Context: an optimization exercise on an open-source flow, tuned for small area, a short achievable clock period and few clock cycles. The choices shown serve that exercise and are no tape-out recipe. In this exercise RTL edits were held to simulation tests only and were not proved equivalent to the original. Power is estimated from default activity; no workload was simulated.

==> flow/design.v, too long to show whole: its modules and the start of the top module <==
// module vs_topk_insert: 43 lines
// module vs_topk_core: 418 lines
// module vs_tree: 865 lines
module vs_topk_core (
    input  logic          clk,
    input  logic          reset_n,
    input  logic          start,
    input  logic          mode,
    input  logic [11:0]   base_addr,
    input  logic [9:0]    vector_count,
    input  logic [7:0]    dim_words,
    output logic          mem_rd_en,
    output logic [11:0]   mem_addr,
    input  logic [63:0]   mem_data,
    output logic          busy,
    output logic          done,
    output logic [2:0]    topk_count,
    output logic [127:0]  topk_score,
    output logic [39:0]   topk_id
);
  // ...
==> flow/flow/run.sh <==
#!/bin/bash
# Layout: the standard ORFS flow, with the port buffers inserted during
# placement made plain sky130_fd_sc_hd__buf_1 cells (buffer_ports' own
# choice is the slower, larger clkdlybuf4s50_1), and repair_timing asked for
# 10.9 ns of setup slack at the 15 ns clock. Everything else is standard.
set -euo pipefail
bash standard.sh synth > make_synth.log 2>&1
bash standard.sh finish "BUFFER_PORTS_ARGS=-buffer_cell sky130_fd_sc_hd__buf_1" SETUP_SLACK_MARGIN=10.9 > make_finish.log 2>&1
==> flow/standard.sh <==
#!/bin/bash
# synth_recipe.tcl (not shown) runs the flow's synth.tcl, then flattens the netlist and writes it again
# the make line also repeats each setting of config.mk as NAME=value (left out here)
make -C /OpenROAD-flow-scripts/flow DESIGN_CONFIG=/design/flow/config.mk WORK_HOME=/design/flow/orfs CLKGATE_MAP_FILE= SYNTH_SCRIPT=/design/flow/synth_recipe.tcl "${@:-finish}"
==> flow/config.mk <==
export PLATFORM = sky130hd
export DESIGN_NAME = vs_topk_core
export DESIGN_NICKNAME = vs_topk_core
export VERILOG_FILES = /design/flow/design.v
export SDC_FILE = /design/flow/constraint.sdc
export NUM_CORES = 4
export LEC_CHECK = 0
export CAP_MARGIN = 20
export CORE_MARGIN = 2
export CORE_UTILIZATION = 60
export CTS_CLUSTER_DIAMETER = 120
export CTS_CLUSTER_SIZE = 20
export SLEW_MARGIN = 20
==> flow/constraint.sdc <==
create_clock -name core_clock -period 15.0 [get_ports {clk}]
set_input_delay 3.0000 -clock core_clock [delete_from_list [all_inputs] [get_ports {clk}]]
set_output_delay 3.0000 -clock core_clock [all_outputs]
set_load 0.01 [all_outputs]
==> impl_metrics.tcl, run 1 <==
set metrics [dict create \
    seqPwrFrac 0.205 \
    setup_slack_ns 10.76 \
    min_period_ns 4.24 \
    grt.busiest_layer "met2" \
    gr-usage-met3 0.0373 \
    min_to "f2_q$_DFF_P_" \
    path_buf_inv 1 \
    relSlewSlack 0.431 \
    clk-power_mw 0.622 \
    clk_pin_slew_ns 0.08 \
    finalSetupTns_ns 0 \
    run_status "no timing/DRC/antenna violations" \
    grt_pass1_vias 21700 \
    htreeDepth 1 \
    globalRouteMet1Util 0.352 \
    p_seq_mw 1.62 \
    final_cell_area_sq_um 33200 \
    numSequentialCells 371 \
    grt_max_degree 99 \
    clk-insertion-delay-late_ns 0.57 \
    ys_top_cells_by_area "fa_1, edfxtp_1, dfxtp_1, ha_1, inv_1" \
    dp_hpwl_microns 54600 \
    syn2layout_area_growth_pct 17.7 \
    ys_seq_area_frac 0.323 \
    p_int_mw 4.30 \
    largest_reg_flops 108 \
    nonClockInverterCount 544 \
    final_cell_mix "inv_1, fa_1, and2_1" \
    portBuffers 283 \
    ys.flop_type "dfxtp_1" \
    end_kind "primary output" \
    num_rows 79 \
    hp-start "f1_q$_DFF_P_" \
    buffer_area_frac 0.0942 \
]
Testbench counts, summed over its fixed seeds: cycles 128,284.
==> run 2, diff against run 1 <==
==> flow/flow/run.sh (replaced) <==
#!/bin/bash
# Layout: the standard ORFS flow with three changes:
#  1. after the standard synthesis, flow/polarity.py removes inverters around
#     the full adders (a full adder is self-dual, so each one may work on the
#     complemented values of its signals); registers are untouched;
#  2. the port buffers inserted during placement are sky130_fd_sc_hd__buf_1
#     (buffer_ports' own choice is the slower, larger clkdlybuf4s50_1);
#  3. repair_timing is asked for 10.5 ns of setup slack at the 15 ns clock.
set -euo pipefail
WH=$(grep -o 'WORK_HOME=[^ ]*' standard.sh | head -1 | cut -d= -f2)
RES="$WH/results/sky130hd/vs_topk_core/base"
bash standard.sh synth > make_synth.log 2>&1
cp "$RES/1_2_yosys.v" yosys_standard.v
python3 flow/polarity.py yosys_standard.v "$RES/1_2_yosys.v" > polarity.log 2>&1
bash standard.sh do-1_synth > make_synth_odb.log 2>&1
bash standard.sh finish "BUFFER_PORTS_ARGS=-buffer_cell sky130_fd_sc_hd__buf_1" SETUP_SLACK_MARGIN=10.5 > make_finish.log 2>&1
==> flow/flow/polarity.py (new file) <==
#!/usr/bin/env python3
"""Inverter minimisation on a mapped sky130 netlist (Yosys write_verilog form).

A full adder is self-dual: FA(~a, ~b, ~c) = (~cout, ~sum). This script picks,
for every sky130_fd_sc_hd__fa_1, whether it works on the true or complemented
values of its signals, so that as few inverters as possible are needed, then
rewrites the netlist: all plain inverters between cells are removed and one
inverter is added for each signal still needed in both polarities.
Registers and all other cells are left as they are.

usage: polarity.py IN.v OUT.v
"""
import re, sys

OUTPINS = {"X", "Y", "Q", "Q_N", "SUM", "COUT", "HI", "LO", "GCLK"}

def main(src, dst):
    lines = open(src).read().split("\n")
    # split into header (up to first cell), cells, trailer
    cells = []          # dict(type, name, pins: list[(pin, net)])
    out_lines = []      # template with placeholders for cells
    i = 0
    inst_start = re.compile(r"^\s*(sky130_fd_sc_hd__\w+)\s+(\S+)\s*\($")
    pin_re = re.compile(r"^\s*\.(\w+)\((.*)\),?$")
    ports = set()
    while i < len(lines):
        ln = lines[i]
        m = inst_start.match(ln)
        if m:
            typ, name = m.group(1), m.group(2)
            pins = []
            i += 1
            while not lines[i].strip().startswith(");"):
                pm = pin_re.match(lines[i])
                assert pm, lines[i]
                pins.append((pm.group(1), pm.group(2).strip()))
                i += 1
            cells.append({"type": typ, "name": name, "pins": pins})
            out_lines.append(("CELL", len(cells) - 1))
            i += 1
            continue
        pm = re.match(r"^\s*(input|output|inout)\s+(\[[^\]]*\]\s*)?(\S+);", ln)
        if pm:
            ports.add(pm.group(3))
        if re.match(r"^\s*assign\b", ln):
            raise SystemExit("assign statements not supported")
        out_lines.append(("TXT", ln))
        i += 1

    def base_name(net):
        n = net.strip()
        if n.startswith("\\"):
            n = n.split()[0]
        return re.sub(r"\[\d+\]$", "", n)

    def is_port(net):
        return base_name(net) in ports

    drv = {}
    for ci, c in enumerate(cells):
        for p, n in c["pins"]:
            if p in OUTPINS:
                drv[n] = (ci, p)

    def is_inv(c):
        return re.match(r"sky130_fd_sc_hd__(clk)?inv_\d+$", c["type"]) is not None

    # collapsible inverters: output not a port
    coll = set()
    for ci, c in enumerate(cells):
        if is_inv(c):
            y = dict(c["pins"])["Y"]
            if not is_port(y):
                coll.add(ci)

    memo = {}
    def base(net):
        if net in memo:
            return memo[net]
        d = drv.get(net)
        if d is not None and d[0] in coll:
            a = dict(cells[d[0]]["pins"])["A"]
            L, p = base(a)
            r = (L, p ^ 1)
        else:
            r = (net, 0)
        memo[net] = r
        return r

    isfa = [c["type"] == "sky130_fd_sc_hd__fa_1" for c in cells]
    flip = [0] * len(cells)
    # demands: list of (cell index or None for port, pin, L, p_raw)
    demands = {}   # L -> list of [ci, pin, praw]
    for ci, c in enumerate(cells):
        if ci in coll:
            continue
        for p, n in c["pins"]:
            if p in OUTPINS:
                continue
            if n.startswith("1'b"):
                continue
            L, pr = base(n)
            demands.setdefault(L, []).append([ci, p, pr])
    # output ports driven through collapsible inverters? (excluded by construction)
    # a net that is an output port is consumed in its own polarity
    for n in list(drv):
        if is_port(n):
            L, pr = base(n)
            demands.setdefault(L, []).append([None, None, pr])

    def avail(L):
        d = drv.get(L)
        if d is not None and isfa[d[0]]:
            return flip[d[0]]
        return 0

    def cost(L):
        av = avail(L)
        for ci, p, pr in demands.get(L, []):
            want = pr ^ (flip[ci] if ci is not None and isfa[ci] else 0)
            if want != av:
                return 1
        return 0

    fa_in = {ci: [base(n)[0] for p, n in cells[ci]["pins"] if p not in OUTPINS and not n.startswith("1'b")]
             for ci in range(len(cells)) if isfa[ci]}
    fa_out = {ci: [n for p, n in cells[ci]["pins"] if p in OUTPINS] for ci in fa_in}

    def total():
        return sum(cost(L) for L in demands)

    before = total()
    improved = True
    rounds = 0
    while improved and rounds < 50:
        improved = False
        rounds += 1
        for ci in fa_in:
            aff = set(fa_in[ci]) | set(fa_out[ci])
            c0 = sum(cost(L) for L in aff)
            flip[ci] ^= 1
            c1 = sum(cost(L) for L in aff)
            if c1 < c0:
                improved = True
            else:
                flip[ci] ^= 1
    after = total()

    # rewrite
    newinv = []
    compl = {}
    for L in demands:
        if cost(L):
            nn = f"_pol{len(compl)}_"
            compl[L] = nn
    def phys(L, want):
        if want == avail(L):
            return L
        return compl[L]
    newpins = {}
    for L, ds in demands.items():
        for ci, p, pr in ds:
            if ci is None:
                continue
            want = pr ^ (flip[ci] if isfa[ci] else 0)
            newpins[(ci, p)] = phys(L, want)
    out = []
    for kind, v in out_lines:
        if kind == "TXT":
            if v.strip() == "endmodule":
                for L, nn in compl.items():
                    out.append(f"  sky130_fd_sc_hd__inv_1 {nn}inv (")
                    out.append(f"    .A({L}{' ' if L.startswith(chr(92)) else ''}),")
                    out.append(f"    .Y({nn})")
                    out.append("  );")
            out.append(v)
            if re.match(r"^\s*wire\s", v) and not compl.get("__decl__"):
                pass
            continue
        ci = v
        if ci in coll:
            continue
        c = cells[ci]
        out.append(f"  {c['type']} {c['name']} (")
        pl = []
        for p, n in c["pins"]:
            n2 = newpins.get((ci, p), n)
            if n2.startswith("\\"):
                n2 += " "
            pl.append(f"    .{p}({n2})")
        out.append(",\n".join(pl))
        out.append("  );")
    # wire declarations for the new nets: after the module header's last wire
    txt = "\n".join(out)
    decl = "".join(f"  wire {nn};\n" for nn in compl.values())
    k = txt.index("  sky130_fd_sc_hd__")
    txt = txt[:k] + decl + txt[k:]
    open(dst, "w").write(txt)
    ninv0 = len(coll)
    print(f"polarity: {sum(isfa)} full adders, {sum(flip)} complemented; "
          f"inverters {ninv0} -> {len(compl)} (signal cost {before} -> {after})")

if __name__ == "__main__":
    main(sys.argv[1], sys.argv[2])
==> run 2 against run 1 <==
Core utilization shrank 5.8 points. Worst hold slack lost 0.013 ns. Clock skew grew 0.00053 ns. Global-route usage shrank 0.64 points. Fmax shrank 2.8%. Power shrank 9.0%. Synthesized cell count shrank 7.8%. Sequential power is essentially flat. Sequential share of layout area grew 2.7 points. Design area shrank 11%. Setup slack lost 0.12 ns. Clock-buffer cell count is the same. Largest cell class unchanged. Largest power group unchanged.
==> impl_metrics.tcl, run 2 <==
set metrics [dict create \
    run_status "no timing/DRC/antenna violations" \
    reg_top3 "u_insert.score_q x108, u_insert.id_q x40" \
    drt_first_pass_iters 5 \
    crit_arrival_ns 4.85 \
    track_usage 0.280 \
    end_kind "flip-flop" \
    cts_buffers 22 \
    viasPerCell 5.55 \
    wl_per_cell_microns 19.1 \
    place.gp.congestion 0.957 \
    relSlewSlack 0.344 \
    slew_violations 0 \
    die_area_sq_um 47400 \
    regMostFlops "u_insert.score_q" \
    clkSinkCount 371 \
    setup_viol 0 \
    die_h_microns 218 \
    cp_max_fo 14 \
    syn-num-nets 3213 \
    dieWidth_microns 218 \
    drcViolationCount 0 \
    gr-total-overflow 0 \
    initial_core_util 0.606 \
    power.total_mw 7.20 \
    seq_area_sq_um 9150 \
    crit_type "reg2reg" \
    postCtsSetupBuffers 0 \
    drive_above_1_share 0.0352 \
    hold_path.class "reg2reg" \
    portBuffers 283 \
    ir_worst_vdd_uv 245 \
    cts_tree "yes" \
    multi_input_area_sq_um 16700 \
    rsz0062_at_grt "yes" \
    powerDensity_nw_per_um2 242 \
    dp_hpwl_microns 53600 \
    finalSetupTns_ns 0 \
    fin_crit_sh 0.291 \
    totalWireLength_microns 66100 \
    final_common_cell "inv_1" \
    syn2layout_area_growth_pct 8.50 \
    htreeDepth 1 \
    crit-reg2reg-launch "f3_q$_DFF_P_" \
    synthesis.area_sq_um 27400 \
    finalHoldViolCount 0 \
    r2r_cells 15 \
    antenna_found_initial 0 \
    ys_warn_count 4 \
    initialDrtViolationCount 995 \
    clk-insertion-delay-late_ns 0.56 \
    avgSynthCellArea_sq_um 10.5 \
    grt_pass1_wl_microns 104000 \
    cp-startpoint "f3_q$_DFF_P_" \
    final_nets 3449 \
    postSynthCellCount 2619 \
    grt_pass1_vias 19700 \
    min_period_ns 4.36 \
    cts_root_buf "clkbuf_16" \
    holdBufCountCts 0 \
    max-clock-path-buffers 3 \
    clk_pin_slew_ns 0.09 \
    cp.required_ns 15.49 \
    io_pins 284 \
    cap_violations 0 \
    nFillCells 3698 \
    worstMarginPinSlew_ns 0.984 \
    power_leakage_nw 13.5 \
    skew_ns 0.0182 \
    num_rows 78 \
    crit_chain "buf_12, nand2b_1, inv_1, fa_1, fa_1, fa_1, ha_4, a21o_4, a2111oi_4, nand3_1, o22a_1, a2111o_1, a31o_2, a21oi_2, xnor2_1" \
    fp.coreArea_sq_um 45200 \
    crit_top_cell "fa_1" \
    grt_max_degree 109 \
    hp-start "f2_q$_DFF_P_" \
    critPathLaunchType "flip-flop" \
    whs_path_depth 0 \
    largest_reg_flops 108 \
    fmax_mhz 229 \
    slowest_stage "fa_1" \
    final_cell_mix "inv_1, fa_1, buf_1" \
    max_stage_delay_ns 0.57 \
    postRouteAntennaNets 0 \
    num_vias 19200 \
]
run 2: cell type report:
cell class | instances | area share
Clock inverter | 1 | 0.000253
Tap cell | 600 | 0.0253
Antenna cell | 1 | 0.0000842
Sequential cell | 371 | 0.308
Timing Repair Buffer | 298 | 0.0412
Clock buffer | 36 | 0.0217
Multi-Input combinational cell | 1841 | 0.563
Inverter | 321 | 0.0405
run 2: path summary, 6_finish.rpt:
| kind | endpoint | slack, ns |
|---|---|---|
| min | f3_q$_DFF_P_ | 0.32 |
| max | acc_q[23]$_DFF_P_ | 10.64 |
| min reg2reg | f3_q$_DFF_P_ | 0.32 |
| max reg2reg | acc_q[23]$_DFF_P_ | 10.64 |
run 2: worst max-delay path: cells and delay by family, from the launching register on:
kind                       cells  cell delay (ns)
AOI/OAI and AO/OA              6             1.66
adders and majority gates      4             1.65
buffers and inverters          2             0.20
and+or+nand+nor                2             0.27
xor gates and xnor gates       1             0.13
DFF                            1             0.38
run 2: through the flow:
stage                     std cells  area, sq um  setup slack (ns)  hold slack (ns)  utilization
after floorplan                2619        27400             10.48            0.310            -
after global placement         3429        28900             10.22            0.312        0.640
after detailed placement       3429        28900             10.12            0.312        0.640
after CTS                      3466        29600             10.47            0.326        0.654
after global routing           3468        29700             10.42            0.334        0.658
final                          3469        29700             10.64            0.320        0.658
run 2: routing by layer:
| metal | up-vias | global-route usage | part of all wire |
|---|---|---|---|
| li1 | 9104 | - | - |
| met1 | 9447 | 0.357 | 0.41 |
| met2 | 557 | 0.486 | 0.50 |
| met3 | 128 | 0.0264 | 0.045 |
| met4 | 0 | 0.125 | 0.043 |
| met5 | - | 0 | 0 |
run 2: power by group:
group          internal [mW]  switching (mW)  total [mW]
combinational           2.30            2.64        4.94
clock                  0.296           0.333       0.630
sequential              1.35           0.282        1.63
total                   3.95            3.26        7.20
run 2: repair_timing:
action / CTS / global route
endpoints found under the setup margin: 6 / 17
gates resized for setup: 6 / 36
cloned: 0 / 1
pin swaps: 0 / 4
==> run 3, diff against run 2 <==
--- a/flow/flow/run.sh
+++ b/flow/flow/run.sh
@@ -1,8 +1,9 @@
 #!/bin/bash
 # Layout: the standard ORFS flow with three changes:
-#  1. after the standard synthesis, flow/polarity.py removes inverters around
-#     the full adders (a full adder is self-dual, so each one may work on the
-#     complemented values of its signals); registers are untouched;
+#  1. after the standard synthesis, flow/polarity.py removes inverters by
+#     choosing the polarity of signals around full adders (self-dual), gates
+#     with a complementary twin (and2/nand2, ...) and xor2/xnor2;
+#     registers are untouched;
 #  2. the port buffers inserted during placement are sky130_fd_sc_hd__buf_1
 #     (buffer_ports' own choice is the slower, larger clkdlybuf4s50_1);
 #  3. repair_timing is asked for 10.5 ns of setup slack at the 15 ns clock.
==> flow/flow/polarity.py (replaced) <==
#!/usr/bin/env python3
"""Inverter minimisation on a mapped sky130 netlist (Yosys write_verilog form).

Chooses the polarity in which each signal is produced, to remove inverters:
  - sky130_fd_sc_hd__fa_1 is self-dual, FA(~a, ~b, ~c) = (~cout, ~sum), so a
    full adder may work on the complements of its input and output signals;
  - a gate with a complementary twin of the same pins and size _1
    (and2/nand2, a21o/a21oi, mux2/mux2i, ...) may produce the complement of
    its output by becoming the twin;
  - xor2/xnor2 take either polarity of each input and give either polarity
    of their output (xor2 <-> xnor2).
All inverters between cells are removed, then one sky130_fd_sc_hd__inv_1 is
added per signal still needed in the polarity it is not produced in. A
greedy search minimises inverter area plus the area of the chosen gates.
Registers, ports and every other cell are kept as they are.

usage: polarity.py IN.v OUT.v
"""
import re, sys

P = "sky130_fd_sc_hd__"
OUTPINS = {"X", "Y", "Q", "Q_N", "SUM", "COUT", "HI", "LO", "GCLK"}
INV_AREA = 3.7536
AREA = {"and2_1": 6.256, "nand2_1": 3.7536, "or2_1": 6.256, "nor2_1": 3.7536,
        "and3_1": 6.256, "nand3_1": 5.0048, "or3_1": 6.256, "nor3_1": 5.0048,
        "and4_1": 8.7584, "nand4_1": 6.256, "or4_1": 7.5072, "nor4_1": 6.256,
        "a21o_1": 7.5072, "a21oi_1": 5.0048, "o21a_1": 7.5072, "o21ai_0": 5.0048,
        "o21ai_1": 5.0048, "a22o_1": 8.7584, "a22oi_1": 7.5072, "a211o_1": 8.7584,
        "a211oi_1": 7.5072, "o211a_1": 10.0096, "o211ai_1": 7.5072, "a31o_1": 8.7584,
        "a31oi_1": 6.256, "o31a_1": 8.7584, "o31ai_1": 7.5072, "mux2_1": 11.2608,
        "mux2i_1": 10.0096, "and2b_1": 7.5072, "nand2b_1": 6.256, "or2b_1": 7.5072,
        "nor2b_1": 6.256, "a21bo_1": 10.0096, "a21boi_0": 7.5072, "o21ba_1": 10.0096,
        "o21bai_1": 7.5072, "and3b_1": 8.7584, "nand3b_1": 7.5072, "or3b_1": 8.7584,
        "nor3b_1": 7.5072, "and4b_1": 10.0096, "nand4b_1": 8.7584, "or4b_1": 10.0096,
        "nor4b_1": 8.7584, "o22a_1": 8.7584, "o22ai_1": 6.256}
PAIRS = [("and2_1", "nand2_1"), ("or2_1", "nor2_1"), ("and3_1", "nand3_1"),
         ("or3_1", "nor3_1"), ("and4_1", "nand4_1"), ("or4_1", "nor4_1"),
         ("a21o_1", "a21oi_1"), ("o21a_1", "o21ai_0"), ("a22o_1", "a22oi_1"),
         ("a211o_1", "a211oi_1"), ("o211a_1", "o211ai_1"), ("a31o_1", "a31oi_1"),
         ("o31a_1", "o31ai_1"), ("mux2_1", "mux2i_1"), ("and2b_1", "nand2b_1"),
         ("or2b_1", "nor2b_1"), ("a21bo_1", "a21boi_0"), ("o21ba_1", "o21bai_1"),
         ("and3b_1", "nand3b_1"), ("or3b_1", "nor3b_1"), ("and4b_1", "nand4b_1"),
         ("or4b_1", "nor4b_1"), ("o22a_1", "o22ai_1")]
TWIN = {}
for a, b in PAIRS:
    TWIN[a] = b
    TWIN[b] = a
TWIN["o21ai_1"] = "o21a_1"
XOR = {"xor2_1": 0, "xnor2_1": 1}
XOUT = {a for a, b in PAIRS} | {"xor2_1"}


def main(src, dst):
    lines = open(src).read().split("\n")
    cells, tmpl, ports = [], [], set()
    inst_start = re.compile(r"^\s*(sky130_fd_sc_hd__\w+)\s+(\S+)\s*\($")
    pin_re = re.compile(r"^\s*\.(\w+)\((.*)\),?$")
    i = 0
    while i < len(lines):
        ln = lines[i]
        m = inst_start.match(ln)
        if m:
            pins = []
            i += 1
            while not lines[i].strip().startswith(");"):
                pm = pin_re.match(lines[i])
                assert pm, lines[i]
                pins.append([pm.group(1), pm.group(2).strip()])
                i += 1
            cells.append({"type": m.group(1)[len(P):], "name": m.group(2), "pins": pins})
            tmpl.append(("CELL", len(cells) - 1))
            i += 1
            continue
        pm = re.match(r"^\s*(input|output|inout)\s+(\[[^\]]*\]\s*)?(\S+);", ln)
        if pm:
            ports.add(pm.group(3))
        if re.match(r"^\s*assign\b", ln):
            raise SystemExit("assign statements not supported")
        tmpl.append(("TXT", ln))
        i += 1

    def is_port(net):
        n = net.split()[0] if net.startswith("\\") else net
        return re.sub(r"\[\d+\]$", "", n) in ports

    drv = {}
    for ci, c in enumerate(cells):
        for p, n in c["pins"]:
            if p in OUTPINS:
                drv[n] = (ci, p)

    def is_inv(c):
        return re.match(r"(clk)?inv_\d+$", c["type"]) is not None

    coll = {ci for ci, c in enumerate(cells)
            if is_inv(c) and not is_port(dict(c["pins"])["Y"])}

    memo = {}
    def base(net):
        if net not in memo:
            d = drv.get(net)
            if d is not None and d[0] in coll:
                L, p = base(dict(cells[d[0]]["pins"])["A"])
                memo[net] = (L, p ^ 1)
            else:
                memo[net] = (net, 0)
        return memo[net]

    # kinds: 0 fixed, 1 full adder, 2 twin gate, 3 xor
    kind = [0] * len(cells)
    for ci, c in enumerate(cells):
        if ci in coll:
            continue
        outs = [n for p, n in c["pins"] if p in OUTPINS]
        if any(is_port(n) for n in outs):
            continue
        if c["type"] == "fa_1":
            kind[ci] = 1
        elif c["type"] in TWIN:
            kind[ci] = 2
        elif c["type"] in XOR:
            kind[ci] = 3
    flip = [0] * len(cells)

    demands = {}
    for ci, c in enumerate(cells):
        if ci in coll:
            continue
        for k, (p, n) in enumerate(c["pins"]):
            if p in OUTPINS or n.startswith("1'b"):
                continue
            L, pr = base(n)
            demands.setdefault(L, []).append((ci, k, pr))
    for n in drv:
        if is_port(n):
            L, pr = base(n)
            demands.setdefault(L, []).append((None, None, pr))

    def avail(L):
        d = drv.get(L)
        return flip[d[0]] if d is not None else 0

    def cost(L):
        av = avail(L)
        for ci, k, pr in demands.get(L, ()):
            if ci is not None and kind[ci] == 3:
                continue
            want = pr ^ (flip[ci] if ci is not None and kind[ci] == 1 else 0)
            if want != av:
                return INV_AREA
        return 0.0

    def gate_area(ci):
        if kind[ci] != 2:
            return 0.0
        t = cells[ci]["type"]
        return AREA[TWIN[t]] if flip[ci] else AREA[t]

    aff = {}
    for ci in range(len(cells)):
        if kind[ci] == 0:
            continue
        s = {n for p, n in cells[ci]["pins"] if p in OUTPINS}
        if kind[ci] == 1:
            s |= {base(n)[0] for p, n in cells[ci]["pins"]
                  if p not in OUTPINS and not n.startswith("1'b")}
        aff[ci] = s

    def total():
        return sum(cost(L) for L in demands) + sum(gate_area(ci) for ci in aff)

    before = total()
    import random
    rng = random.Random(1)
    keys = list(aff)
    def delta(ci):
        s_ = aff[ci]
        c0 = sum(cost(L) for L in s_) + gate_area(ci)
        flip[ci] ^= 1
        c1 = sum(cost(L) for L in s_) + gate_area(ci)
        flip[ci] ^= 1
        return c1 - c0
    cur = before
    best, bestflip = cur, list(flip)
    steps = 2000 * len(keys)
    for it in range(steps):
        temp = 4.0 * (1.0 - it / steps) + 0.01
        ci = rng.choice(keys)
        d = delta(ci)
        if d <= 0 or rng.random() < pow(2.718281828, -d / temp):
            flip[ci] ^= 1
            cur += d
            if cur < best - 1e-9:
                best, bestflip = cur, list(flip)
    flip[:] = bestflip
    for _ in range(30):
        changed = False
        for ci in keys:
            if delta(ci) < -1e-9:
                flip[ci] ^= 1
                changed = True
        if not changed:
            break
    after = total()

    compl = {}
    for L in demands:
        if cost(L):
            compl[L] = f"_pol{len(compl)}_"

    def phys(L, want):
        return L if want == avail(L) else compl[L]

    newpins = {}
    newtype = {}
    for L, ds in demands.items():
        for ci, k, pr in ds:
            if ci is None:
                continue
            if kind[ci] == 3:
                newpins[(ci, k)] = L
            else:
                want = pr ^ (flip[ci] if kind[ci] == 1 else 0)
                newpins[(ci, k)] = phys(L, want)
    for ci in aff:
        c = cells[ci]
        if kind[ci] == 2 and flip[ci]:
            newtype[ci] = TWIN[c["type"]]
        elif kind[ci] == 3:
            par = XOR[c["type"]] ^ flip[ci]
            for k, (p, n) in enumerate(c["pins"]):
                if p in OUTPINS or n.startswith("1'b"):
                    continue
                L, pr = base(n)
                par ^= pr ^ avail(L)
            newtype[ci] = "xnor2_1" if par else "xor2_1"

    def esc(n):
        return n + " " if n.startswith("\\") else n

    out = []
    for kd, v in tmpl:
        if kd == "TXT":
            if v.strip() == "endmodule":
                for L, nn in compl.items():
                    out.append(f"  {P}inv_1 {nn}inv (\n    .A({esc(L)}),\n    .Y({nn})\n  );")
            out.append(v)
            continue
        ci = v
        if ci in coll:
            continue
        c = cells[ci]
        t = newtype.get(ci, c["type"])
        pl = []
        for k, (p, n) in enumerate(c["pins"]):
            if p in ("X", "Y") and ci in newtype:
                p = "X" if t in XOUT else "Y"
            pl.append(f"    .{p}({esc(newpins.get((ci, k), n))})")
        out.append(f"  {P}{t} {c['name']} (\n" + ",\n".join(pl) + "\n  );")
    txt = "\n".join(out)
    k = txt.index("  " + P)
    txt = txt[:k] + "".join(f"  wire {nn};\n" for nn in compl.values()) + txt[k:]
    open(dst, "w").write(txt)
    nfa = sum(1 for ci in aff if kind[ci] == 1 and flip[ci])
    ntw = sum(1 for ci in aff if kind[ci] == 2 and flip[ci])
    print(f"polarity: {len(coll)} inverters -> {len(compl)}; {nfa} full adders complemented, "
          f"{ntw} gates swapped for their twin; area of inverters and twin gates "
          f"{before:.1f} -> {after:.1f} um2")


if __name__ == "__main__":
    main(sys.argv[1], sys.argv[2])
==> run 3 against run 2 <==
Critical path depth decreased by 4. Area after synthesis decreased by 1.8%. Routed wire length increased by 2.2%. Clock power increased by 2%. Highest routed layer is now met5. Critical endpoint is now r3_q[13]$_DFF_P_. Clock-buffer cell count decreased by 2. Synthesized cell count decreased by 1.6%. Setup slack got worse by 0.020 ns. Still clean on timing, DRC and antenna. Design area decreased by 1.8%. Fmax decreased by 0.45%. Sequential cell count unchanged. Worst hold slack improved by 0.021 ns. Largest power group unchanged. Largest cell class unchanged. Power increased by 1.4%.
==> impl_metrics.tcl, run 3 <==
set metrics [dict create \
    run_status "no timing/DRC/antenna violations" \
    drt_first_pass_iters 5 \
    die_area_sq_um 46500 \
    end_kind "flip-flop" \
    max_stage_delay_ns 0.55 \
    r2r_slack_ns 10.62 \
    synthesis.area_sq_um 26900 \
    gr-total-overflow 0 \
    avgSynthCellArea_sq_um 10.4 \
    die_h_microns 216 \
    place.gp.congestion 0.911 \
    finalNonFillerCells 3419 \
    syn-num-nets 3172 \
    crit_chain "nand2_1, fa_1, inv_1, fa_1, fa_1, fa_1, fa_1, fa_1, fa_1, inv_1, mux2_2" \
    crit_type "reg2reg" \
    path_buf_inv 2 \
    min_to "f3_q$_DFF_P_" \
    fp.coreArea_sq_um 44200 \
    postSynthCellCount 2578 \
    crit-reg2reg-launch "pp_q[6]$_DFF_P_" \
    viasPerCell 5.63 \
    cap_violations 0 \
    relSlewSlack 0.333 \
    final_nets 3408 \
    r2r_end "r3_q[13]$_DFF_P_" \
    num_rows 77 \
    power_leakage_nw 12.8 \
    totalWireLength_microns 67600 \
    dp_hpwl_microns 53200 \
    clkSinkCount 371 \
    regMostFlops "u_insert.score_q" \
    nFillCells 3629 \
    rsz0062_at_grt "yes" \
    io_pins 284 \
    cp_max_fo 8 \
    fmax_mhz 228 \
    holdBufCountCts 0 \
    multi_input_area_sq_um 16400 \
    fin_crit_sh 0.292 \
    cp.required_ns 15.46 \
    ys_warn_count 4 \
    largest_reg_flops 108 \
    max-clock-path-buffers 3 \
    grt_max_degree 109 \
    hp-start "f2_q$_DFF_P_" \
    min_period_ns 4.38 \
    reg_top3 "u_insert.score_q x108, u_insert.id_q x40" \
    finalSetupTns_ns 0 \
    final_common_cell "fa_1" \
    seq_area_sq_um 9150 \
    final_cell_mix "fa_1, buf_1, inv_1" \
    track_usage 0.296 \
    initial_core_util 0.608 \
    setup_viol 0 \
    slew_violations 0 \
    drcViolationCount 0 \
    dp_cells 3378 \
    syn2layout_area_growth_pct 8.57 \
    worstMarginPinSlew_ns 1.00 \
    num_vias 19200 \
    portBuffers 283 \
    drive_above_1_share 0.0386 \
    crit_top_cell "fa_1" \
    path_delay_family "adder cells" \
    cts_root_buf "clkbuf_16" \
    critPathLaunchType "flip-flop" \
    power.total_mw 7.30 \
    htreeDepth 1 \
    wl_per_cell_microns 19.8 \
    whs_path_depth 0 \
    powerDensity_nw_per_um2 250 \
    hold_path.class "reg2reg" \
    cts_buffers 22 \
    crit_arrival_ns 4.84 \
    antenna_cells 0 \
    ir_worst_vdd_uv 249 \
    r2r_cells 11 \
    skew_ns 0.0281 \
    finalHoldViolCount 0 \
    postRouteAntennaNets 0 \
    dieWidth_microns 216 \
    cts_tree "yes" \
    slowest_stage "fa_1" \
    grt_pass1_wl_microns 109000 \
    initialDrtViolationCount 1329 \
    grt_pass1_vias 20100 \
    clk-insertion-delay-late_ns 0.58 \
    antenna_found_initial 1 \
    clk_pin_slew_ns 0.09 \
]
run 3: cell types whose count changed in the layout (fill, tap and decap cells not counted), sizes merged, moves of 2 or more:
cell	before	now
clkbuf	37	35
and2	228	82
nand2b	29	20
inv	321	280
and2b	0	9
nand2	129	275
run 3: layout make-up:
type | instances | share of cell area
clock buffers | 34 | 0.0204
multi-input cells | 1841 | 0.561
inverters | 280 | 0.0360
clock inverters | 3 | 0.00184
repair buffers | 298 | 0.0417
flip-flops and latches | 371 | 0.313
well taps | 592 | 0.0254
run 3: worst max path at each step:
stage	slack, ns	to	depth (start not counted)	startpoint
after floorplan	10.48	pp_p[15]$_DFF_P_	10	mem_data[16]
after global placement	10.16	pp_q[6]$_DFF_P_	11	mem_data[9]
after detailed placement	10.06	pp_q[14]$_DFF_P_	11	mem_data[25]
after CTS	10.48	acc_q[23]$_DFF_P_	14	f3_q$_DFF_P_
after global routing	10.41	acc_q[26]$_DFF_P_	14	f3_q$_DFF_P_
final	10.62	r3_q[13]$_DFF_P_	11	pp_q[6]$_DFF_P_
run 3: through the flow:
step | setup WS, ns | instance area [sq um] | util | hold WS (ns)
2_1_floorplan | 10.48 | 26900 | - | 0.310
3_3_place_gp | 10.16 | 28400 | 0.641 | 0.313
3_5_place_dp | 10.06 | 28400 | 0.641 | 0.312
4_1_cts | 10.48 | 29100 | 0.657 | 0.348
5_1_grt | 10.41 | 29200 | 0.660 | 0.348
6_report | 10.62 | 29200 | 0.660 | 0.342
run 3: worst register-to-register path, stage by stage, from the launching register on:
cell	delay [ns]
dfxtp_2	0.45
nand2_1	0.11
fa_1	0.43
inv_1	0.13
fa_1	0.45
fa_1	0.44
fa_1	0.46
fa_1	0.55
fa_1	0.43
fa_1	0.52
inv_1	0.06
mux2_2	0.26
run 3: power breakdown:
group	internal, mW	switching, mW	total [mW]	leakage (nW)
clock	0.294	0.347	0.641	0.306
sequential	1.35	0.314	1.66	3.29
combinational	2.29	2.71	5.00	9.24
total	3.94	3.37	7.30	12.8
run 3: metal layers:
metal / wire length [microns] / part of all wire / up-vias / global-route usage
li1: - / - / 9014 / -
met1: 29600 / 0.44 / 9533 / 0.413
met2: 31600 / 0.47 / 607 / 0.488
met3: 5090 / 0.075 / 93 / 0.0533
met4: 1330 / 0.020 / 2 / 0.0630
met5: 13 / 0.00019 / - / 0
run 3: timing repair:
| item | CTS | global route |
|---|---|---|
| cloned | 0 | 1 |
| pin swaps | 0 | 7 |
| setup buffers | 0 | 2 |
| gates resized for setup | 10 | 41 |
| endpoints found under the setup margin | 6 | 55 |
==> run 4, diff against run 3 <==
--- a/flow/config.mk
+++ b/flow/config.mk
@@ -7,7 +7,7 @@
 export LEC_CHECK = 0
 export CAP_MARGIN = 20
 export CORE_MARGIN = 2
-export CORE_UTILIZATION = 60
+export CORE_UTILIZATION = 70
 export CTS_CLUSTER_DIAMETER = 120
 export CTS_CLUSTER_SIZE = 20
 export SLEW_MARGIN = 20
==> run 4 against run 3 <==
Largest cell class unchanged. Sequential power about the same. Largest power group unchanged. Combinational power about the same. Die area decreased by 14%. Area after synthesis did not move.
==> impl_metrics.tcl, run 4 <==
set metrics [dict create \
    run_status "no timing/DRC/antenna violations" \
    final_cell_mix "fa_1, buf_1, inv_1" \
    die_h_microns 200 \
    power_leakage_nw 12.8 \
    place.gp.congestion 0.923 \
    avgSynthCellArea_sq_um 10.4 \
    grt.busiest_layer "met2" \
    grt.met2_usage 0.551 \
    final_common_cell "fa_1" \
    fp.coreArea_sq_um 37800 \
    hp-start "f2_q$_DFF_P_" \
    r2r_cells 14 \
    drcViolationCount 0 \
    nFillCells 2649 \
    power.total_mw 7.31 \
    cts_buffers 22 \
    track_usage 0.340 \
    slowest_stage "fa_1" \
    setup_viol 0 \
    drive_above_1_share 0.0385 \
    finalSetupTns_ns 0 \
    end_kind "flip-flop" \
    final_nets 3408 \
    crit_chain "buf_12, and2b_1, fa_1, fa_1, fa_1, ha_2, a21o_1, a2111oi_4, nand3_1, o22a_2, a2111o_1, a31o_2, a21oi_2, xnor2_1" \
    gr-usage-met3 0.0741 \
    slew_violations 0 \
    totalWireLength_microns 66300 \
    htreeDepth 1 \
    path_delay_family "adder cells" \
    relSlewSlack 0.298 \
    postSynthCellCount 2578 \
    whs_path_depth 0 \
    antenna_found_initial 2 \
    wl_per_cell_microns 19.8 \
    path_buf_inv 1 \
    crit_type "reg2reg" \
    initial_core_util 0.712 \
    cap_violations 0 \
    r2r_end "acc_q[23]$_DFF_P_" \
    globalRouteMet1Util 0.460 \
    die_area_sq_um 40000 \
    final_cell_area_sq_um 29100 \
    setup_slack_ns 10.58 \
    largest_reg_flops 108 \
    critPathLaunchType "flip-flop" \
    viasPerCell 5.89 \
    portBuffers 283 \
    clk-insertion-delay-late_ns 0.57 \
    reg_top3 "u_insert.score_q x108, u_insert.id_q x40" \
    pre_cts_ws_ns 10.10 \
    dieWidth_microns 200 \
    num_vias 19700 \
    syn2layout_area_growth_pct 8.15 \
    rsz0062_at_grt "no" \
    cts_root_buf "clkbuf_16" \
    ir_worst_vdd_uv 255 \
    num_rows 71 \
    cts_tree "yes" \
    grt_pass1_wl_microns 105000 \
    powerDensity_nw_per_um2 251 \
    fmax_mhz 226 \
    crit-reg2reg-launch "f3_q$_DFF_P_" \
    crit_arrival_ns 4.92 \
    finalHoldViolCount 0 \
    min_to "f3_q$_DFF_P_" \
    initialDrtViolationCount 1391 \
    ys_warn_count 4 \
    min_period_ns 4.42 \
    max-clock-path-buffers 3 \
    crit_top_cell "fa_1" \
    clk_pin_slew_ns 0.09 \
    hold_path.class "reg2reg" \
    placed_area_sq_um 28300 \
    synthesis.area_sq_um 26900 \
    cp_max_fo 14 \
    max_stage_delay_ns 0.56 \
    io_pins 284 \
    dp_hpwl_microns 52200 \
    grt_max_degree 109 \
    r2r_slack_ns 10.58 \
    grt_pass1_vias 20100 \
    gr-total-overflow 0 \
    cp.required_ns 15.51 \
    postRouteAntennaNets 0 \
    syn-num-nets 3172 \
    skew_ns 0.0378 \
    worstMarginPinSlew_ns 1.05 \
    fin_crit_sh 0.294 \
    regMostFlops "u_insert.score_q" \
    drt_first_pass_iters 6 \
    clkSinkCount 371 \
]
run 4: repair_timing:
action,CTS,global route
buffers inserted,0,3
gates cloned,0,1
resized for setup,11,45
pin swaps,0,7
hold buffers,0,0
setup endpoints to repair,7,15
run 4: final cells by class:
| class | count | area, sq um | share of cell area |
|---|---|---|---|
| multi-input cells | 1841 | 16400 | 0.563 |
| flip-flops and latches | 371 | 9180 | 0.316 |
| repair buffers | 298 | 1200 | 0.0414 |
| inverters | 280 | 1050 | 0.0361 |
| well taps | 511 | 639 | 0.0220 |
| clock buffers | 36 | 603 | 0.0207 |
| clock inverters | 3 | 42.5 | 0.00146 |
| diodes | 1 | 2.50 | 0.0000860 |
run 4: report_power, final:
group | switching, mW | internal (mW) | total (mW) | leakage (nW)
clock | 0.342 | 0.280 | 0.623 | 0.303
sequential | 0.315 | 1.35 | 1.66 | 3.29
combinational | 2.73 | 2.30 | 5.02 | 9.23
total | 3.38 | 3.92 | 7.31 | 12.8
run 4: worst max-delay path by stage:
stage	end	slack, ns	cells after the start	from
4_1_cts	acc_q[23]$_DFF_P_	10.48	14	f3_q$_DFF_P_
6_report	acc_q[23]$_DFF_P_	10.58	14	f3_q$_DFF_P_
2_1_floorplan	pp_p[15]$_DFF_P_	10.48	10	mem_data[16]
5_1_grt	acc_q[23]$_DFF_P_	10.49	14	f3_q$_DFF_P_
3_5_place_dp	pp_q[14]$_DFF_P_	10.10	11	mem_data[25]
3_3_place_gp	pp_q[14]$_DFF_P_	10.20	11	mem_data[25]
run 4: per-stage QoR:
stage                util  hold WS (ns)  instances
floorplan               -         0.310       2578
global placement    0.749         0.312       3297
detailed placement  0.749         0.327       3297
CTS                 0.767         0.350       3336
global route        0.770         0.358       3340
finish              0.770         0.340       3341
run 4: layer usage:
| metal | part of all wire | wire length [microns] | vias to the layer above |
|---|---|---|---|
| met3 | 0.094 | 6260 | 152 |
| met5 | 0.00020 | 13 | - |
| met1 | 0.40 | 26600 | 9617 |
| met2 | 0.47 | 31300 | 874 |
| li1 | - | - | 9020 |
| met4 | 0.032 | 2120 | 2 |
==> run 5, diff against run 4 <==
--- a/flow/config.mk
+++ b/flow/config.mk
@@ -7,7 +7,8 @@
 export LEC_CHECK = 0
 export CAP_MARGIN = 20
 export CORE_MARGIN = 2
-export CORE_UTILIZATION = 70
-export CTS_CLUSTER_DIAMETER = 120
-export CTS_CLUSTER_SIZE = 20
+export CORE_UTILIZATION = 60
+export CTS_BUF_LIST = sky130_fd_sc_hd__clkbuf_8
+export CTS_CLUSTER_DIAMETER = 100
+export CTS_CLUSTER_SIZE = 12
 export SLEW_MARGIN = 20
==> run 5 against run 4 <==
Fmax rose by 0.88%. Global-route usage is 4.0 points lower. Final cell count is 3.0% higher. Design area grew 0.25%. Sequential power is essentially flat. Critical path depth decreased by 3. Via count down 1.5%. Clock power is 3.7% lower.
==> impl_metrics.tcl, run 5 <==
set metrics [dict create \
    run_status "no timing/DRC/antenna violations" \
    postSynthCellCount 2578 \
    cts_buffers 37 \
    setup_slack_ns 10.62 \
    finalSetupTns_ns 0 \
    critPathLaunchType "flip-flop" \
    initialDrtViolationCount 1387 \
    final_common_cell "inv_1" \
    htreeDepth 2 \
    cp_max_fo 8 \
    antenna_cells 0 \
    drcViolationCount 0 \
    cap_violations 0 \
    grt_pass1_vias 20200 \
    clk_pin_slew_ns 0.10 \
    ir_worst_vdd_uv 235 \
    io_pins 284 \
    cts_root_buf "clkbuf_8" \
    hold_path.class "reg2reg" \
    crit_top_cell "fa_1" \
    fin_crit_sh 0.292 \
    die_h_microns 216 \
    fp.coreArea_sq_um 44200 \
    r2r_slack_ns 10.62 \
    r2r_end "r3_q[13]$_DFF_P_" \
    num_vias 19400 \
    track_usage 0.299 \
    viasPerCell 5.63 \
    min_period_ns 4.38 \
    crit-reg2reg-launch "pp_q[6]$_DFF_P_" \
    wl_per_cell_microns 19.8 \
    avgSynthCellArea_sq_um 10.4 \
    grt_pass1_wl_microns 109000 \
    synthesis.area_sq_um 26900 \
    totalWireLength_microns 68000 \
    max-clock-path-buffers 3 \
    dp_hpwl_microns 53200 \
    crit_type "reg2reg" \
    pre_cts_ws_ns 10.06 \
    switching_share 0.466 \
    final_nets 3421 \
    reg_top3 "u_insert.score_q x108, u_insert.id_q x40" \
    place.gp.congestion 0.911 \
    relSlewSlack 0.302 \
    clkSinkCount 371 \
    r2r_cells 11 \
    rsz0062_at_grt "yes" \
    hp-start "f2_q$_DFF_P_" \
    final_cell_mix "inv_1, fa_1, buf_1" \
    seqPwrFrac 0.229 \
    finalHoldViolCount 0 \
    slowest_stage "fa_1" \
    fmax_mhz 228 \
    crit_arrival_ns 4.89 \
    dieWidth_microns 216 \
    whs_path_depth 0 \
    initial_core_util 0.608 \
    die_area_sq_um 46500 \
    ys_warn_count 4 \
    crit_chain "nand2_1, fa_1, fa_1, inv_1, fa_1, fa_1, fa_1, fa_1, fa_1, inv_1, mux2_2" \
    p_int_mw 3.88 \
    portBuffers 283 \
    pwr-share-clk 0.083 \
    gr-total-overflow 0 \
    antenna_found_initial 1 \
    regMostFlops "u_insert.score_q" \
    setup_viol 0 \
    powerDensity_nw_per_um2 249 \
    syn2layout_area_growth_pct 8.42 \
    p_sw_mw 3.39 \
    holdBufCountCts 0 \
    max_stage_delay_ns 0.55 \
    clk-insertion-delay-late_ns 0.64 \
    min_to "f3_q$_DFF_P_" \
    num_rows 77 \
    pwr-share-comb 0.688 \
    cts_tree "yes" \
    postRouteAntennaNets 0 \
    drive_above_1_share 0.0446 \
    holdWs_ns 0.327 \
    slew_violations 0 \
    syn-num-nets 3172 \
    grt_max_degree 109 \
    power_leakage_nw 12.9 \
    largest_reg_flops 108 \
    cp.required_ns 15.52 \
    worstMarginPinSlew_ns 1.05 \
    drt_first_pass_iters 5 \
    skew_ns 0.0381 \
    end_kind "flip-flop" \
]
run 5: timing repair:
action | 4_1_cts | 5_1_grt
setup endpoints to repair | 8 | 53
resized for setup | 9 | 42
pin swaps | 0 | 6
gates cloned | 0 | 1
setup buffers | 0 | 1
run 5: worst max-delay path: cells and delay by family (launching register included):
kind / cells / cell delay [ns]
adders and majority gates: 7 / 3.24
buffers and inverters: 2 / 0.20
DFF: 1 / 0.45
muxes: 1 / 0.26
and+or+nand+nor: 1 / 0.12
run 5: how the worst max path moves through the flow:
| stage | startpoint | end | slack, ns | cells past startpoint |
|---|---|---|---|---|
| floorplan | mem_data[16] | pp_p[15]$_DFF_P_ | 10.48 | 10 |
| global placement | mem_data[9] | pp_q[6]$_DFF_P_ | 10.16 | 11 |
| detailed placement | mem_data[25] | pp_q[14]$_DFF_P_ | 10.06 | 11 |
| CTS | f3_q$_DFF_P_ | acc_q[23]$_DFF_P_ | 10.45 | 14 |
| global route | f3_q$_DFF_P_ | acc_q[26]$_DFF_P_ | 10.40 | 14 |
| finish | pp_q[6]$_DFF_P_ | r3_q[13]$_DFF_P_ | 10.62 | 11 |
run 5: power groups by stage:
stage	clock network [mW]	registers (mW)	logic [mW]
global placement	0	1.68	4.71
finish	0.600	1.66	5.00
CTS	0.618	1.66	4.91
global route	0.655	1.69	5.68
detailed placement	0	1.68	4.84
floorplan	0	1.54	3.59
run 5: cell type report:
class	count	area (sq um)
inverter	280	1050
clock inverter	24	115
timing repair buffer	296	1190
multi-input combinational	1841	16400
sequential	371	9160
clock buffer	37	509
tap	592	741
fill	3635	15100
run 5: stage by stage:
step | utilization | instances | power [mW] | area, sq um
after floorplan | - | 2578 | 5.12 | 26900
after global placement | 0.641 | 3378 | 6.39 | 28400
after detailed placement | 0.641 | 3378 | 6.52 | 28400
after CTS | 0.656 | 3439 | 7.18 | 29000
after global routing | 0.659 | 3441 | 8.02 | 29200
final | 0.659 | 3441 | 7.26 | 29200
run 5: per-layer routing:
layer  part of all wire  GRT usage  routed length, microns
met5            0.00024          0                      16
met4              0.020     0.0717                    1340
met3              0.073     0.0650                    4970
met2               0.47      0.489                   31800
met1               0.44      0.409                   29900
==> run 6, diff against run 5 <==
--- a/flow/flow/run.sh
+++ b/flow/flow/run.sh
@@ -6,7 +6,7 @@
 #     registers are untouched;
 #  2. the port buffers inserted during placement are sky130_fd_sc_hd__buf_1
 #     (buffer_ports' own choice is the slower, larger clkdlybuf4s50_1);
-#  3. repair_timing is asked for 10.5 ns of setup slack at the 15 ns clock.
+#  3. repair_timing is asked for 10.3 ns of setup slack at the 15 ns clock.
 set -euo pipefail
 WH=$(grep -o 'WORK_HOME=[^ ]*' standard.sh | head -1 | cut -d= -f2)
 RES="$WH/results/sky130hd/vs_topk_core/base"
@@ -14,4 +14,4 @@
 cp "$RES/1_2_yosys.v" yosys_standard.v
 python3 flow/polarity.py yosys_standard.v "$RES/1_2_yosys.v" > polarity.log 2>&1
 bash standard.sh do-1_synth > make_synth_odb.log 2>&1
-bash standard.sh finish "BUFFER_PORTS_ARGS=-buffer_cell sky130_fd_sc_hd__buf_1" SETUP_SLACK_MARGIN=10.5 > make_finish.log 2>&1
+bash standard.sh finish "BUFFER_PORTS_ARGS=-buffer_cell sky130_fd_sc_hd__buf_1" SETUP_SLACK_MARGIN=10.3 > make_finish.log 2>&1
==> run 6 against run 5 <==
Sequential share of layout area hardly changed. Critical path depth grew 3. Still clean. Die area is the same. Largest cell class unchanged.
==> impl_metrics.tcl, run 6 <==
set metrics [dict create \
    place.gp.congestion 0.945 \
    num_rows 77 \
    die_area_sq_um 46500 \
    syn-num-nets 3172 \
    dp_cells 3380 \
    viasPerCell 5.64 \
    portBuffers 283 \
    num_vias 19400 \
    min_period_ns 4.59 \
    cts_root_buf "clkbuf_8" \
    cp.required_ns 15.52 \
    regMostFlops "u_insert.score_q" \
    postCtsSetupBuffers 0 \
    pre_cts_ws_ns 9.77 \
    fp.coreArea_sq_um 44200 \
    finalHoldViolCount 0 \
    initialDrtViolationCount 1309 \
    skew_ns 0.0363 \
    powerDensity_nw_per_um2 246 \
    power_leakage_nw 12.9 \
    clk-insertion-delay-late_ns 0.64 \
    cts_tree "yes" \
    gr-total-overflow 0 \
    fin_util 0.658 \
    end_kind "flip-flop" \
    critPathLaunchType "flip-flop" \
    run_status "no timing/DRC/antenna violations" \
    postSynthCellCount 2578 \
    hold_path.class "reg2reg" \
    r2r_slack_ns 10.41 \
    rsz0062_at_grt "yes" \
    antenna_found_initial 0 \
    relSlewSlack 0.300 \
    final_cell_area_sq_um 29100 \
    final_nets 3421 \
    power.total_mw 7.15 \
    crit_type "reg2reg" \
    holdWs_ns 0.330 \
    clkSinkCount 371 \
    wl_per_cell_microns 20.0 \
    finalSetupTns_ns 0 \
    grt_pass1_vias 20100 \
    reg_top3 "u_insert.score_q x108, u_insert.id_q x40" \
    avgSynthCellArea_sq_um 10.4 \
    dieWidth_microns 216 \
    ys_warn_count 4 \
    antenna_cells 0 \
    dp_hpwl_microns 53900 \
    cp_max_fo 27 \
    cts_buffers 37 \
    fin_crit_sh 0.306 \
    ir_worst_vdd_uv 214 \
    setup_viol 0 \
    crit_arrival_ns 5.11 \
    die_h_microns 216 \
    clk_pin_slew_ns 0.09 \
    track_usage 0.303 \
    htreeDepth 2 \
    largest_reg_flops 108 \
    max-clock-path-buffers 3 \
    synthesis.area_sq_um 26900 \
    drcViolationCount 0 \
    initial_core_util 0.608 \
    slew_violations 0 \
    io_pins 284 \
    final_common_cell "inv_1" \
    fmax_mhz 218 \
    drive_above_1_share 0.0386 \
    final_cell_mix "inv_1, fa_1, buf_1" \
    finalNonFillerCells 3442 \
    setup_slack_ns 10.41 \
    totalWireLength_microns 68900 \
    grt_max_degree 109 \
    drt_first_pass_iters 6 \
    grt_pass1_wl_microns 110000 \
    cap_violations 0 \
    syn2layout_area_growth_pct 8.12 \
    worstMarginPinSlew_ns 1.05 \
    postRouteAntennaNets 0 \
    placed_area_sq_um 28400 \
]
## run 6: repair_timing
| item | 4_1_cts | 5_1_grt |
|---|---|---|
| pin swaps | 0 | 0 |
| setup endpoints to repair | 4 | 11 |
| hold buffers | 0 | 0 |
| gates resized for setup | 3 | 31 |
## run 6: critical path, cell delays in order, from the launching register on
cell      delay, ns
dfxtp_1        0.36
buf_12         0.18
and2b_1        0.21
fa_1           0.37
fa_1           0.47
fa_1           0.50
ha_1           0.39
a211oi_1       0.13
o21ai_1        0.25
a41oi_2        0.25
o21ai_2        0.35
a21oi_1        0.20
nand3b_1       0.23
a311oi_1       0.43
xnor2_1        0.12
## run 6: worst paths after layout
check	to	cells after the start	from
max	acc_q[26]$_DFF_P_	14	f3_q$_DFF_P_
min	f1_q$_DFF_P_	0	first_q$_DFF_P_
max reg2reg	acc_q[26]$_DFF_P_	14	f3_q$_DFF_P_
min reg2reg	f1_q$_DFF_P_	0	first_q$_DFF_P_
## run 6: layer usage
layer | up-vias | share of wire | wire length [microns] | GRT usage
li1 | 9044 | - | - | -
met1 | 9530 | 0.43 | 29800 | 0.422
met2 | 726 | 0.46 | 31600 | 0.483
met3 | 130 | 0.081 | 5620 | 0.0599
met4 | 0 | 0.028 | 1940 | 0.0922
met5 | - | 0 | 0 | 0
## run 6: power breakdown
| part | leakage [nW] | switching (mW) | internal, mW |
|---|---|---|---|
| Combinational | 9.21 | 2.66 | 2.23 |
| Clock | 0.400 | 0.366 | 0.236 |
| Sequential | 3.29 | 0.319 | 1.35 |
| Total | 12.9 | 3.35 | 3.81 |
## run 6: cell type report
| class | instances | area [sq um] |
|---|---|---|
| clock inverter | 25 | 128 |
| fill | 3665 | 15100 |
| multi-input combinational | 1841 | 16300 |
| clock buffer | 37 | 509 |
| sequential | 371 | 9140 |
| tap | 592 | 741 |
| timing repair buffer | 296 | 1170 |
| inverter | 280 | 1050 |
==> run 7, diff against run 6 <==
--- a/flow/flow/run.sh
+++ b/flow/flow/run.sh
@@ -6,7 +6,7 @@
 #     registers are untouched;
 #  2. the port buffers inserted during placement are sky130_fd_sc_hd__buf_1
 #     (buffer_ports' own choice is the slower, larger clkdlybuf4s50_1);
-#  3. repair_timing is asked for 10.3 ns of setup slack at the 15 ns clock.
+#  3. repair_timing is asked for 10.8 ns of setup slack at the 15 ns clock.
 set -euo pipefail
 WH=$(grep -o 'WORK_HOME=[^ ]*' standard.sh | head -1 | cut -d= -f2)
 RES="$WH/results/sky130hd/vs_topk_core/base"
@@ -14,4 +14,4 @@
 cp "$RES/1_2_yosys.v" yosys_standard.v
 python3 flow/polarity.py yosys_standard.v "$RES/1_2_yosys.v" > polarity.log 2>&1
 bash standard.sh do-1_synth > make_synth_odb.log 2>&1
-bash standard.sh finish "BUFFER_PORTS_ARGS=-buffer_cell sky130_fd_sc_hd__buf_1" SETUP_SLACK_MARGIN=10.3 > make_finish.log 2>&1
+bash standard.sh finish "BUFFER_PORTS_ARGS=-buffer_cell sky130_fd_sc_hd__buf_1" SETUP_SLACK_MARGIN=10.8 > make_finish.log 2>&1
==> run 7 against run 6 <==
Still clean on timing, DRC and antenna. Final cell count increased by 4.6%. Non-clock buffer count increased by 157. Global-route usage decreased by 0.75 points. Clock-buffer cell count unchanged. Synthesized cell count unchanged. Clock power increased by 3%. Power increased by 8.1%. Worst hold slack improved by 0.0022 ns. Sequential power about the same. First-iteration DRC count increased by 1.5%. Critical path type is now reg2out.
==> impl_metrics.tcl, run 7 <==
set metrics [dict create \
    drive_above_1_share 0.178 \
    dp_hpwl_microns 52200 \
    holdWs_ns 0.332 \
    path_buf_inv 1 \
    final_cell_mix "inv_1, nand2_1, fa_1" \
    relSlewSlack 0.387 \
    htreeDepth 2 \
    setup_viol 0 \
    grt_pass1_vias 20500 \
    critPathLaunchType "flip-flop" \
    die_h_microns 216 \
    clk-insertion-delay-late_ns 0.63 \
    hold_path.class "reg2reg" \
    postRouteAntennaNets 0 \
    largest_reg_flops 108 \
    antenna_cells 0 \
    syn-num-nets 3172 \
    slowest_stage "edfxtp_1" \
    skew_ns 0.0329 \
    cts_root_buf "clkbuf_8" \
    holdBufCountCts 0 \
    max_stage_delay_ns 0.51 \
    cp.required_ns 12.00 \
    crit_type "reg2out" \
    die_area_sq_um 46500 \
    min_period_ns 4.31 \
    crit_arrival_ns 1.31 \
    viasPerCell 5.54 \
    fmax_mhz 232 \
    cts_buffers 37 \
    reg_top3 "u_insert.score_q x108, u_insert.id_q x40" \
    grt_pass1_wl_microns 108000 \
    power_leakage_nw 14.1 \
    fp.coreArea_sq_um 44200 \
    final_common_cell "inv_1" \
    cts_tree "yes" \
    dieWidth_microns 216 \
    fin_crit_sh 0.287 \
    path_delay_family "flip-flops" \
    end_kind "primary output" \
    wl_per_cell_microns 19.2 \
    avgSynthCellArea_sq_um 10.4 \
    crit_chain "clkbuf_2" \
    io_pins 284 \
    totalWireLength_microns 69100 \
    slew_violations 0 \
    rsz0062_at_grt "yes" \
    regMostFlops "u_insert.score_q" \
    synthesis.area_sq_um 26900 \
    grt_max_degree 109 \
    syn2layout_area_growth_pct 16.1 \
    drcViolationCount 0 \
    finalSetupTns_ns 0 \
    ir_worst_vdd_uv 286 \
    clkSinkCount 371 \
    num_rows 77 \
    cap_violations 0 \
    worstMarginPinSlew_ns 0.917 \
    antenna_found_initial 1 \
    powerDensity_nw_per_um2 248 \
    initial_core_util 0.608 \
    place.gp.congestion 0.953 \
    run_status "no timing/DRC/antenna violations" \
    num_vias 19900 \
    final_nets 3578 \
    max-clock-path-buffers 3 \
    initialDrtViolationCount 1329 \
    gr-total-overflow 0 \
    ys_warn_count 4 \
    track_usage 0.295 \
    portBuffers 283 \
    drt_first_pass_iters 5 \
    postSynthCellCount 2578 \
    clk_pin_slew_ns 0.09 \
    cp_max_fo 7 \
    finalHoldViolCount 0 \
]
## run 7: report_power, final
| group | leakage, nW | total [mW] | switching, mW | internal (mW) |
|---|---|---|---|---|
| clock | 0.404 | 0.618 | 0.367 | 0.251 |
| sequential | 3.30 | 1.63 | 0.279 | 1.35 |
| combinational | 10.4 | 5.48 | 2.92 | 2.57 |
## run 7: final cells by class
cell class | count | area [sq um]
timing repair buffer | 453 | 2640
multi-input combinational | 1841 | 16700
clock buffer | 37 | 509
sequential | 371 | 9290
clock inverter | 26 | 146
tap | 592 | 741
inverter | 280 | 1150
fill | 3417 | 13000
## run 7: metal layers
| layer | GRT usage | up-vias | part of all wire |
|---|---|---|---|
| met2 | 0.519 | 618 | 0.50 |
| met5 | 0 | - | 0.00017 |
| met3 | 0.0428 | 155 | 0.057 |
| met1 | 0.372 | 9795 | 0.41 |
| li1 | - | 9377 | - |
| met4 | 0.109 | 2 | 0.036 |
## run 7: path summary, 6_finish.rpt
path / from / end / slack, ns / cells past startpoint
max: u_insert.score_q[0][26]$_DFFE_PP_ / topk_score[26] / 10.69 / 1
min: f2_q$_DFF_P_ / f3_q$_DFF_P_ / 0.33 / 0
max reg2reg: pp_p[21]$_DFF_P_ / r3_q[13]$_DFF_P_ / 10.84 / 9
min reg2reg: f2_q$_DFF_P_ / f3_q$_DFF_P_ / 0.33 / 0
## run 7: per-stage QoR
stage / total power, mW / worst slack, ns / instance area (sq um) / instances / utilization
after CTS: 7.42 / 10.66 / 30400 / 3551 / 0.687
after detailed placement: 6.65 / 10.04 / 28600 / 3379 / 0.648
final: 7.73 / 10.69 / 31200 / 3600 / 0.706
after floorplan: 5.15 / 10.59 / 27200 / 2578 / -
after global routing: 8.41 / 10.63 / 31200 / 3600 / 0.706
after global placement: 6.54 / 10.12 / 28600 / 3379 / 0.648
## run 7: repair_timing
item / in CTS / in global routing
resized for setup: 134 / 207
pin swaps: 11 / 63
setup buffers: 109 / 49
setup endpoints to repair: 227 / 221
==> run 8, diff against run 7 <==
--- a/flow/flow/run.sh
+++ b/flow/flow/run.sh
@@ -6,7 +6,7 @@
 #     registers are untouched;
 #  2. the port buffers inserted during placement are sky130_fd_sc_hd__buf_1
 #     (buffer_ports' own choice is the slower, larger clkdlybuf4s50_1);
-#  3. repair_timing is asked for 10.8 ns of setup slack at the 15 ns clock.
+#  3. repair_timing is asked for 10.7 ns of setup slack at the 15 ns clock.
 set -euo pipefail
 WH=$(grep -o 'WORK_HOME=[^ ]*' standard.sh | head -1 | cut -d= -f2)
 RES="$WH/results/sky130hd/vs_topk_core/base"
@@ -14,4 +14,4 @@
 cp "$RES/1_2_yosys.v" yosys_standard.v
 python3 flow/polarity.py yosys_standard.v "$RES/1_2_yosys.v" > polarity.log 2>&1
 bash standard.sh do-1_synth > make_synth_odb.log 2>&1
-bash standard.sh finish "BUFFER_PORTS_ARGS=-buffer_cell sky130_fd_sc_hd__buf_1" SETUP_SLACK_MARGIN=10.8 > make_finish.log 2>&1
+bash standard.sh finish "BUFFER_PORTS_ARGS=-buffer_cell sky130_fd_sc_hd__buf_1" SETUP_SLACK_MARGIN=10.7 > make_finish.log 2>&1
==> run 8 against run 7 <==
Clock-buffer cell count did not move. Sequential power barely moved. Largest power group unchanged. Global-route usage rose by 0.52 points. Clock skew fell by 0.0012 ns. First-iteration DRC count rose by 13%. Still clean. Via count fell by 2.4%. Critical path depth did not move. Routed wire length barely moved. Fmax fell by 0.48%. Highest routed layer unchanged. Power fell by 0.84%. Sequential share of layout area rose by 1.2 points.
==> impl_metrics.tcl, run 8 <==
set metrics [dict create \
    cp-startpoint "u_insert.score_q[0][26]$_DFFE_PP_" \
    pwr-share-comb 0.706 \
    dp_cells 3378 \
    powerDensity_nw_per_um2 257 \
    antenna_cells 0 \
    grt_max_degree 109 \
    clk_pin_slew_ns 0.09 \
    switching_share 0.471 \
    ys_warn_count 4 \
    syn2layout_area_growth_pct 10.8 \
    largest_reg_flops 108 \
    fp.coreArea_sq_um 44200 \
    setup_viol 0 \
    crit_end "topk_score[26]" \
    relSlewSlack 0.314 \
    holdBufCountCts 0 \
    end_kind "primary output" \
    clk-insertion-delay-late_ns 0.63 \
    worstMarginPinSlew_ns 1.03 \
    crit_arrival_ns 1.33 \
    cp_max_fo 7 \
    syn-num-nets 3172 \
    crit-reg2reg-launch "f3_q$_DFF_P_" \
    avgSynthCellArea_sq_um 10.4 \
    finalHoldViolCount 0 \
    slowest_stage "edfxtp_1" \
    final_cell_area_sq_um 29800 \
    cp.depth 1 \
    cp.required_ns 12.00 \
    postRouteAntennaNets 0 \
    nFillCells 3557 \
    fin_crit_sh 0.289 \
    p_int_mw 4.05 \
    r2r_end "acc_q[23]$_DFF_P_" \
    r2r_slack_ns 10.75 \
    seqPwrFrac 0.216 \
    critPathLaunchType "flip-flop" \
    die_area_sq_um 46500 \
    totalWireLength_microns 69000 \
    max_stage_delay_ns 0.52 \
    skew_ns 0.0317 \
    cts_tree "yes" \
    cap_violations 0 \
    power_leakage_nw 13.1 \
    rsz0062_at_grt "yes" \
    clkSinkCount 371 \
    regMostFlops "u_insert.score_q" \
    final_nets 3445 \
    track_usage 0.301 \
    dp_hpwl_microns 53400 \
    wl_per_cell_microns 19.9 \
    grt_pass1_wl_microns 110000 \
    holdWs_ns 0.330 \
    max-clock-path-buffers 3 \
    cts_root_buf "clkbuf_8" \
    reg_top3 "u_insert.score_q x108, u_insert.id_q x40" \
    power.total_mw 7.67 \
    slew_violations 0 \
    initial_core_util 0.608 \
    p_sw_mw 3.61 \
    antenna_found_initial 1 \
    synthesis.area_sq_um 26900 \
    io_pins 284 \
    pre_cts_ws_ns 9.97 \
    cts_buffers 37 \
    fmax_mhz 231 \
    fin_util 0.674 \
    viasPerCell 5.62 \
    num_rows 77 \
    grt_pass1_vias 20200 \
    final_cell_mix "inv_1, nand2_1, fa_1" \
    final_common_cell "inv_1" \
    htreeDepth 2 \
    drive_above_1_share 0.0786 \
    drt_first_pass_iters 6 \
    placed_area_sq_um 28600 \
    finalSetupTns_ns 0 \
    num_vias 19500 \
    postSynthCellCount 2578 \
    ir_worst_vdd_uv 261 \
    crit_type "reg2out" \
    initialDrtViolationCount 1505 \
    crit_chain "clkbuf_2" \
    path_delay_family "flip-flops" \
    die_h_microns 216 \
    drcViolationCount 0 \
    path_buf_inv 1 \
    finalNonFillerCells 3466 \
    place.gp.congestion 0.914 \
    hold_path.class "reg2reg" \
    pwr-share-clk 0.078 \
    gr-total-overflow 0 \
    dieWidth_microns 216 \
    min_period_ns 4.33 \
    run_status "no timing/DRC/antenna violations" \
    portBuffers 283 \
    setup_slack_ns 10.67 \
    r2r_cells 14 \
]
==> run 8: cell count changes in the layout (fill, tap and decap cells not counted), sizes merged <==
| cell | before | now |
|---|---|---|
| buf | 360 | 307 |
| clkbuf | 130 | 49 |
| clkinv | 0 | 1 |
| bufinv | 1 | 0 |
| bufbuf | 0 | 1 |
| inv | 303 | 302 |
==> run 8: worst min-delay path by stage <==
| stage | start | endpoint | cells past startpoint | slack [ns] |
|---|---|---|---|---|
| floorplan | first_q$_DFF_P_ | f1_q$_DFF_P_ | 0 | 0.31 |
| global placement | f2_q$_DFF_P_ | f3_q$_DFF_P_ | 0 | 0.31 |
| detailed placement | f1_q$_DFF_P_ | f2_q$_DFF_P_ | 0 | 0.31 |
| CTS | f2_q$_DFF_P_ | f3_q$_DFF_P_ | 0 | 0.33 |
| global route | f2_q$_DFF_P_ | f3_q$_DFF_P_ | 0 | 0.33 |
| finish | f2_q$_DFF_P_ | f3_q$_DFF_P_ | 0 | 0.33 |
==> run 8: layout make-up <==
cell class,instances,area (sq um),share of cell area
clock inverters,25,116,0.00391
clock buffers,37,509,0.0171
well taps,592,741,0.0249
inverters,280,1150,0.0385
flip-flops and latches,371,9230,0.310
repair buffers,320,1420,0.0478
multi-input cells,1841,16600,0.558
==> run 8: repair_timing <==
item / 4_1_cts / 5_1_grt
hold endpoints to repair: 0 / 0
setup endpoints to repair: 55 / 100
gates resized for setup: 70 / 60
pin swaps: 10 / 20
gates cloned: 1 / 0
setup buffers: 6 / 18
==> run 8: routing by layer <==
layer  global-route usage  vias to the layer above  wire [microns]
li1                     -                     9103               -
met1                0.407                     9558           29500
met2                0.488                      680           32700
met3               0.0568                      132            4720
met4                0.105                        2            2080
met5                    0                        -              11
==> run 8: power groups by stage <==
| stage | clock network [mW] | logic (mW) | registers, mW |
|---|---|---|---|
| floorplan | 0 | 3.59 | 1.54 |
| global placement | 0 | 4.92 | 1.67 |
| finish | 0.599 | 5.42 | 1.65 |
| global route | 0.649 | 6.03 | 1.68 |
| detailed placement | 0 | 5.03 | 1.67 |
| CTS | 0.616 | 5.18 | 1.66 |

[afterwards: timing with drivers on the ports]
The flow's constraints put no driver on any port. The routed layouts listed below were extracted and timed again, unchanged, in two steps.
Step 1 assumes that a clkbuf_16 drives the clock port and a buf_2 every other input.
Step 2, shift: input delay + t, output delay - t, t = (earliest + latest rising clock arrival at the registers) / 2. This alone moves slack from input paths to output paths.
Three values: ideal ports, drivers, drivers and shift; two values: the first two.
run | t (ns) | setup WS [ns] | slew at the worst register clock pin (ns) | worst data-port slew with drivers (ns)
run 1 | 0.615 | 10.756 / 10.696 / 10.238 | 0.09 / 0.09 | 0.07
run 2 | 0.613 | 10.635 / 10.625 / 10.129 | 0.09 / 0.09 | 0.07
run 3 | 0.621 | 10.616 / 10.616 / 10.086 | 0.10 / 0.10 | 0.07
run 4 | 0.611 | 10.584 / 10.584 / 10.055 | 0.09 / 0.09 | 0.07
run 5 | 0.668 | 10.623 / 10.590 / 10.032 | 0.10 / 0.10 | 0.07
run 6 | 0.677 | 10.406 / 10.406 / 9.877 | 0.10 / 0.10 | 0.06
run 7 | 0.669 | 10.693 / 10.636 / 10.229 | 0.11 / 0.11 | 0.07
run 8 | 0.671 | 10.672 / 10.614 / 10.129 | 0.10 / 0.10 | 0.09
After both steps setup and hold are still met in every run listed. The setup slack of run 5, which loses most, moves by -0.033 ns with the drivers and by -0.591 ns with both steps.
